Context: an optimization exercise on an open-source flow, tuned for small area, a short achievable clock period and few clock cycles. The choices shown serve that exercise and are no tape-out recipe. Only simulation tests tie the RTL to the original design; equivalence was not proved. Power and IR drop assume default switching activity.

==> inputs of run Z <==
Design cnn_accel_top, start of the top module:
module cnn_accel_top (
	input  wire logic                      clk,
	input  wire logic                      rstn,
	input  wire logic                      req_i,
	input  wire logic                      we_i,
	input  wire logic [REG_AW-1:0]         addr_i,
	input  wire logic [DATA_W-1:0]         wdata_i,
	output      logic                      ack_o,
	output      logic [DATA_W-1:0]         rdata_o,
	output      logic [N_KERN*PIX_W-1:0]   out_pixel_o,
	output      logic                      out_valid_o
);
==> module frame_sequencer, before the edit <==
module frame_sequencer (
	input  wire logic                          clk,
	input  wire logic                          rstn,
	input  wire logic                          start_i,
	input  wire logic                          cfg_wr_i,
	input  wire logic                          other_wr_i,
	input  wire logic                          img_we_i,
	input  wire logic [IMG_AW:0]               img_idx_i,
	input  wire logic [DIM_W-1:0]              width_i,
	input  wire logic [DIM_W-1:0]              height_i,
	input  wire logic [IMG_AW-1:0]             phase_i,
	input  wire logic [N_RTAP-1:0][PIX_W-1:0]  tap_i,
	output      logic [2:0][PIX_W-1:0]         px0_o,    
	output      logic [2:0][PIX_W-1:0]         px1_o,    
	output      logic [2:0][PIX_W-1:0]         px2_o,    
	output      logic                          beat_o,        
	output      logic                          last_o         
);
	logic             wait_q;
	logic             run_q;
	logic             go;
	logic [3:0]       tap_sel_q;
	logic [DIM_W-1:0] col_q;
	logic [DIM_W-1:0] row_q;
	logic [PIX_W-1:0] x_q;
	logic [LB_LEN-1:0][PIX_W-1:0] lb1_q;
	logic [LB_LEN-1:0][PIX_W-1:0] lb2_q;
	logic [PIX_W-1:0] mid_q;
	logic [PIX_W-1:0] x_d, mid_d, top_d;
	logic             early_q;    
	logic [DIM_W-1:0] wc_q, hc_q;
	logic [9:0]       npix_q;     
	logic             pred_v_q;   
	logic [9:0]       pred_q;     
	logic [2:0]       quiet_q;    
	logic [2:0]       low_q;      
	logic [2:0]       cfg_age_q;  
	logic             low_wr;
	logic             beat_step;  
	logic             go_early;
	logic             drop;
	assign go = (start_i || wait_q) && !run_q && (phase_i[3:0] == 4'hf) &&
	            (cfg_age_q >= 3'd4);
	assign beat_step = (row_q != '0) && !(row_q == DIM_W'(1) && col_q == '0);
	assign low_wr   = img_we_i && (img_idx_i < 9'd24);
	assign go_early = !run_q && !wait_q && !start_i && pred_v_q && (quiet_q == 3'd7) &&
	                  !low_wr && (low_q == '0) &&
	                  (phase_i[3:0] == 4'hf) && (pred_q <= 10'(width_i) + 10'd2);
	assign drop = run_q && early_q && !start_i && (cfg_wr_i || beat_step || low_wr);
	always_ff @(posedge clk) begin
		wc_q   <= width_i;
		hc_q   <= height_i;
		npix_q <= wc_q * hc_q;
		if (img_we_i)
			pred_q <= ((npix_q - 10'(img_idx_i)) << 1) - 1'b1;
		else if (pred_q != '0)
			pred_q <= pred_q - 1'b1;
	end
	always_ff @(posedge clk or negedge rstn) begin
		if (!rstn) begin
			pred_v_q <= 1'b0;
			quiet_q  <= '0;
			low_q    <= '0;
			cfg_age_q <= '0;
		end else begin
			if (cfg_wr_i)
				cfg_age_q <= '0;
			else if (cfg_age_q != 3'd7)
				cfg_age_q <= cfg_age_q + 1'b1;
			if (low_wr)
				low_q <= 3'd4;
			else if (low_q != '0)
				low_q <= low_q - 1'b1;
			if (other_wr_i) begin
				pred_v_q <= 1'b0;
				quiet_q  <= '0;
			end else begin
				if (quiet_q != 3'd7) quiet_q <= quiet_q + 1'b1;
				if (img_we_i)
					pred_v_q <= 10'(img_idx_i) < npix_q;
				else if (drop)
					pred_v_q <= 1'b0;
			end
		end
	end
	always_ff @(posedge clk or negedge rstn) begin
		if (!rstn) begin
			wait_q      <= 1'b0;
			run_q       <= 1'b0;
			early_q     <= 1'b0;
			tap_sel_q   <= '0;
			col_q       <= '0;
			row_q       <= '0;
			beat_o      <= 1'b0;
			last_o      <= 1'b0;
		end else begin
			if (go || go_early) begin
				wait_q    <= 1'b0;
				run_q     <= 1'b1;
				early_q   <= go_early;
				tap_sel_q <= 4'd15 - phase_i[7:4];
				col_q     <= '0;
				row_q     <= '0;
			end else if (drop) begin
				run_q     <= 1'b0;
				early_q   <= 1'b0;
			end else begin
				if (start_i) begin
					if (run_q) early_q <= 1'b0;   
					else       wait_q  <= 1'b1;
				end
				if (run_q) begin
					if (row_q == height_i + 1'b1) begin
						run_q <= 1'b0;
					end else if (col_q == width_i - 1'b1) begin
						col_q <= '0;
						row_q <= row_q + 1'b1;
					end else begin
						col_q <= col_q + 1'b1;
					end
				end
			end
			beat_o      <= run_q && !drop && beat_step;
			last_o      <= run_q && !drop && (row_q == height_i + 1'b1);
		end
	end
	always_comb begin
		x_d   = (run_q && row_q < height_i) ? tap_i[tap_sel_q] : '0;
		mid_d = (width_i == DIM_W'(1)) ? x_q : lb1_q[width_i - 2'd2];
		if (row_q <= DIM_W'(1))
			top_d = '0;
		else
			top_d = (width_i == DIM_W'(1)) ? mid_q : lb2_q[width_i - 2'd2];
	end
	always_ff @(posedge clk) begin
		x_q   <= x_d;
		mid_q <= mid_d;
		lb1_q <= {lb1_q[LB_LEN-2:0], x_q};
		lb2_q <= {lb2_q[LB_LEN-2:0], mid_q};
		px1_o <= {x_d, mid_d, top_d};
		px0_o <= (col_q == width_i - 1'b1) ? '0 : {x_d, mid_d, top_d};
		px2_o <= (col_q == '0)             ? '0 : {x_d, mid_d, top_d};
	end
endmodule
==> flow/config.mk <==
export PLATFORM = sky130hd
export DESIGN_NAME = cnn_accel_top
export DESIGN_NICKNAME = cnn_accel_top
export VERILOG_FILES = /design/flow/design.v
export SDC_FILE = /design/flow/constraint.sdc
export NUM_CORES = 4
export LEC_CHECK = 0
export ABC_AREA = 1
export CAP_MARGIN = 20
export CORE_MARGIN = 2
export CORE_UTILIZATION = 55
export SLEW_MARGIN = 20
==> flow/constraint.sdc <==
create_clock -name core_clock -period 15.0 [get_ports {clk}]
set_input_delay 3.0000 -clock core_clock [delete_from_list [all_inputs] [get_ports {clk}]]
set_output_delay 3.0000 -clock core_clock [all_outputs]
set_load 0.01 [all_outputs]
standard.sh (not shown) runs the stock make flow with config.mk's settings and CLKGATE_MAP_FILE= SYNTH_SCRIPT=/design/flow/synth_recipe.tcl, a recipe that flattens the netlist after the stock synthesis.
==> flow/flow/run.sh <==
#!/bin/bash
set -uo pipefail
bash standard.sh SETUP_SLACK_MARGIN=10.5 \
	"BUFFER_PORTS_ARGS=-buffer_cell sky130_fd_sc_hd__buf_4" finish > standard.log 2>&1
rc=$?
tail -n 40 standard.log
exit $rc
==> inputs of run M, as changes to run Z <==
--- a/flow/design.v
+++ b/flow/design.v
@@ -284,2 +284,5 @@
 	logic [PIX_W-1:0] x_d, mid_d, top_d;
+	logic [2:0][PIX_W-1:0] px_q;
+	logic             not_l_q;    
+	logic             not_f_q;    
 	logic             early_q;    
@@ -394,6 +397,9 @@
 		lb2_q <= {lb2_q[LB_LEN-2:0], mid_q};
-		px1_o <= {x_d, mid_d, top_d};
-		px0_o <= (col_q == width_i - 1'b1) ? '0 : {x_d, mid_d, top_d};
-		px2_o <= (col_q == '0)             ? '0 : {x_d, mid_d, top_d};
+		px_q    <= {x_d, mid_d, top_d};
+		not_l_q <= (col_q != width_i - 1'b1);
+		not_f_q <= (col_q != '0);
 	end
+	assign px1_o = px_q;
+	assign px0_o = px_q & {(3*PIX_W){not_l_q}};
+	assign px2_o = px_q & {(3*PIX_W){not_f_q}};
 endmodule
- CORE_UTILIZATION: 55 -> 65
- CTS_CLUSTER_DIAMETER: not set -> 50
- CTS_CLUSTER_SIZE: not set -> 24
==> impl_metrics.csv <==
group,metric,value,unit
yosys,ys_ff_latch,3552,
power_and_ir_drop,swShare,0.341,
critical_path,crit_path_top_delay_cell,"fa_1",
status,status,"no timing/DRC/antenna violations",
critical_path,cp.arrival,5.29,ns
power_and_ir_drop,leakage,80.3,nW
The numbers above come from run Z.

==> impl_metrics.csv <==
group,metric,value,unit
placed_design,placement.cell_area,163000,um2
placed_design,io_buffers,107,
critical_path,cp.arrival,5.46,ns
drt,met2_length,251000,um
yosys,ys_ff_latch,3506,
critical_path,crit_path_top_delay_cell,"dfrtp_1",
status,status,"no timing/DRC/antenna violations",
power_and_ir_drop,swShare,0.375,
The numbers above come from run M.

Testbench counts of run Z, summed over its fixed seeds: cycles 12,534.
Testbench counts of run M, summed over its fixed seeds: cycles 12,534.


==> inputs of 07-12 <==
cnn_accel_top with an RTL version that a note above also has.
// cnn_accel_top
module cnn_accel_top (
	input  wire logic                      clk,
	input  wire logic                      rstn,
	input  wire logic                      req_i,
	input  wire logic                      we_i,
	input  wire logic [REG_AW-1:0]         addr_i,
	input  wire logic [DATA_W-1:0]         wdata_i,
	output      logic                      ack_o,
	output      logic [DATA_W-1:0]         rdata_o,
	output      logic [N_KERN*PIX_W-1:0]   out_pixel_o,
	output      logic                      out_valid_o
);
clock: 15.0 ns
lec_check: 0
abc_area: 1
cap_margin: 20
core_margin: 2
core_utilization: 55
cts_cluster_diameter: 50
cts_cluster_size: 24
slew_margin: 20
Scripts as last shown in full above: flow/flow/run.sh
==> 09-13: changes against 07-12 <==
--- a/flow/config.mk
+++ b/flow/config.mk
@@ -8,7 +8,7 @@
 export ABC_AREA = 1
 export CAP_MARGIN = 20
 export CORE_MARGIN = 2
-export CORE_UTILIZATION = 55
-export CTS_CLUSTER_DIAMETER = 50
-export CTS_CLUSTER_SIZE = 24
+export CORE_UTILIZATION = 65
+export CTS_CLUSTER_DIAMETER = 60
+export CTS_CLUSTER_SIZE = 30
 export SLEW_MARGIN = 20
==> summary of the runs <==
Global-route usage: 09-13 is higher than 07-12 (10 points). In synthesized cell count, 07-12 and 09-13 do not differ. Clock-buffer cell count: 07-12 is higher than 09-13 (139). Die area: 07-12 is larger than 09-13 (18%). Of 09-13 and 07-12, 09-13 has the higher critical path depth (gap 11). Of 07-12 and 09-13, 09-13 has the higher first-iteration DRC count (gap about 23%, measured against 09-13). Register-to-register slack: 07-12 is higher than 09-13 (0.06 ns). Of 09-13 and 07-12, 09-13 has the higher sequential share of layout area (gap 1.1 points).
Testbench counts of 07-12, summed over its fixed seeds: cycles 12,534.
Testbench counts of 09-13, summed over its fixed seeds: cycles 12,534.

what the ideal ports hide:
The flow's constraints put no driver on any port. The routed layouts listed below were extracted and timed again, unchanged, in two steps. Step 1, drivers: a clkbuf_16 drives clk and a buf_2 each remaining input, both assumed. Step 2 times the ports against the registers' clock, not the clock port: input delays grow and output delays shrink by t, the midpoint of the rising clock arrivals with the driver on. a / b / c = ideal ports / drivers / drivers and shift; a / b = the first two.
| run | t, ns | setup WS [ns] | worst setup path after step 2 | latest minus earliest clock arrival (ns) |
|---|---|---|---|---|
| run Z | 1.023 | 10.498 / 10.402 / 9.607 | input to register | 0.083 / 0.082 |
| run M | 1.053 | 10.376 / 10.344 / 9.409 | input to register | 0.182 / 0.181 |
| 07-12 | 1.017 | 10.485 / 10.381 / 9.564 | input to register | 0.103 / 0.102 |
| 09-13 | 0.996 | 10.411 / 10.367 / 9.371 | input to register | 0.106 / 0.107 |
After both steps every run listed still meets setup and hold. The setup slack of 09-13, which loses most, moves by -0.044 ns with the drivers and by -1.040 ns with both steps.
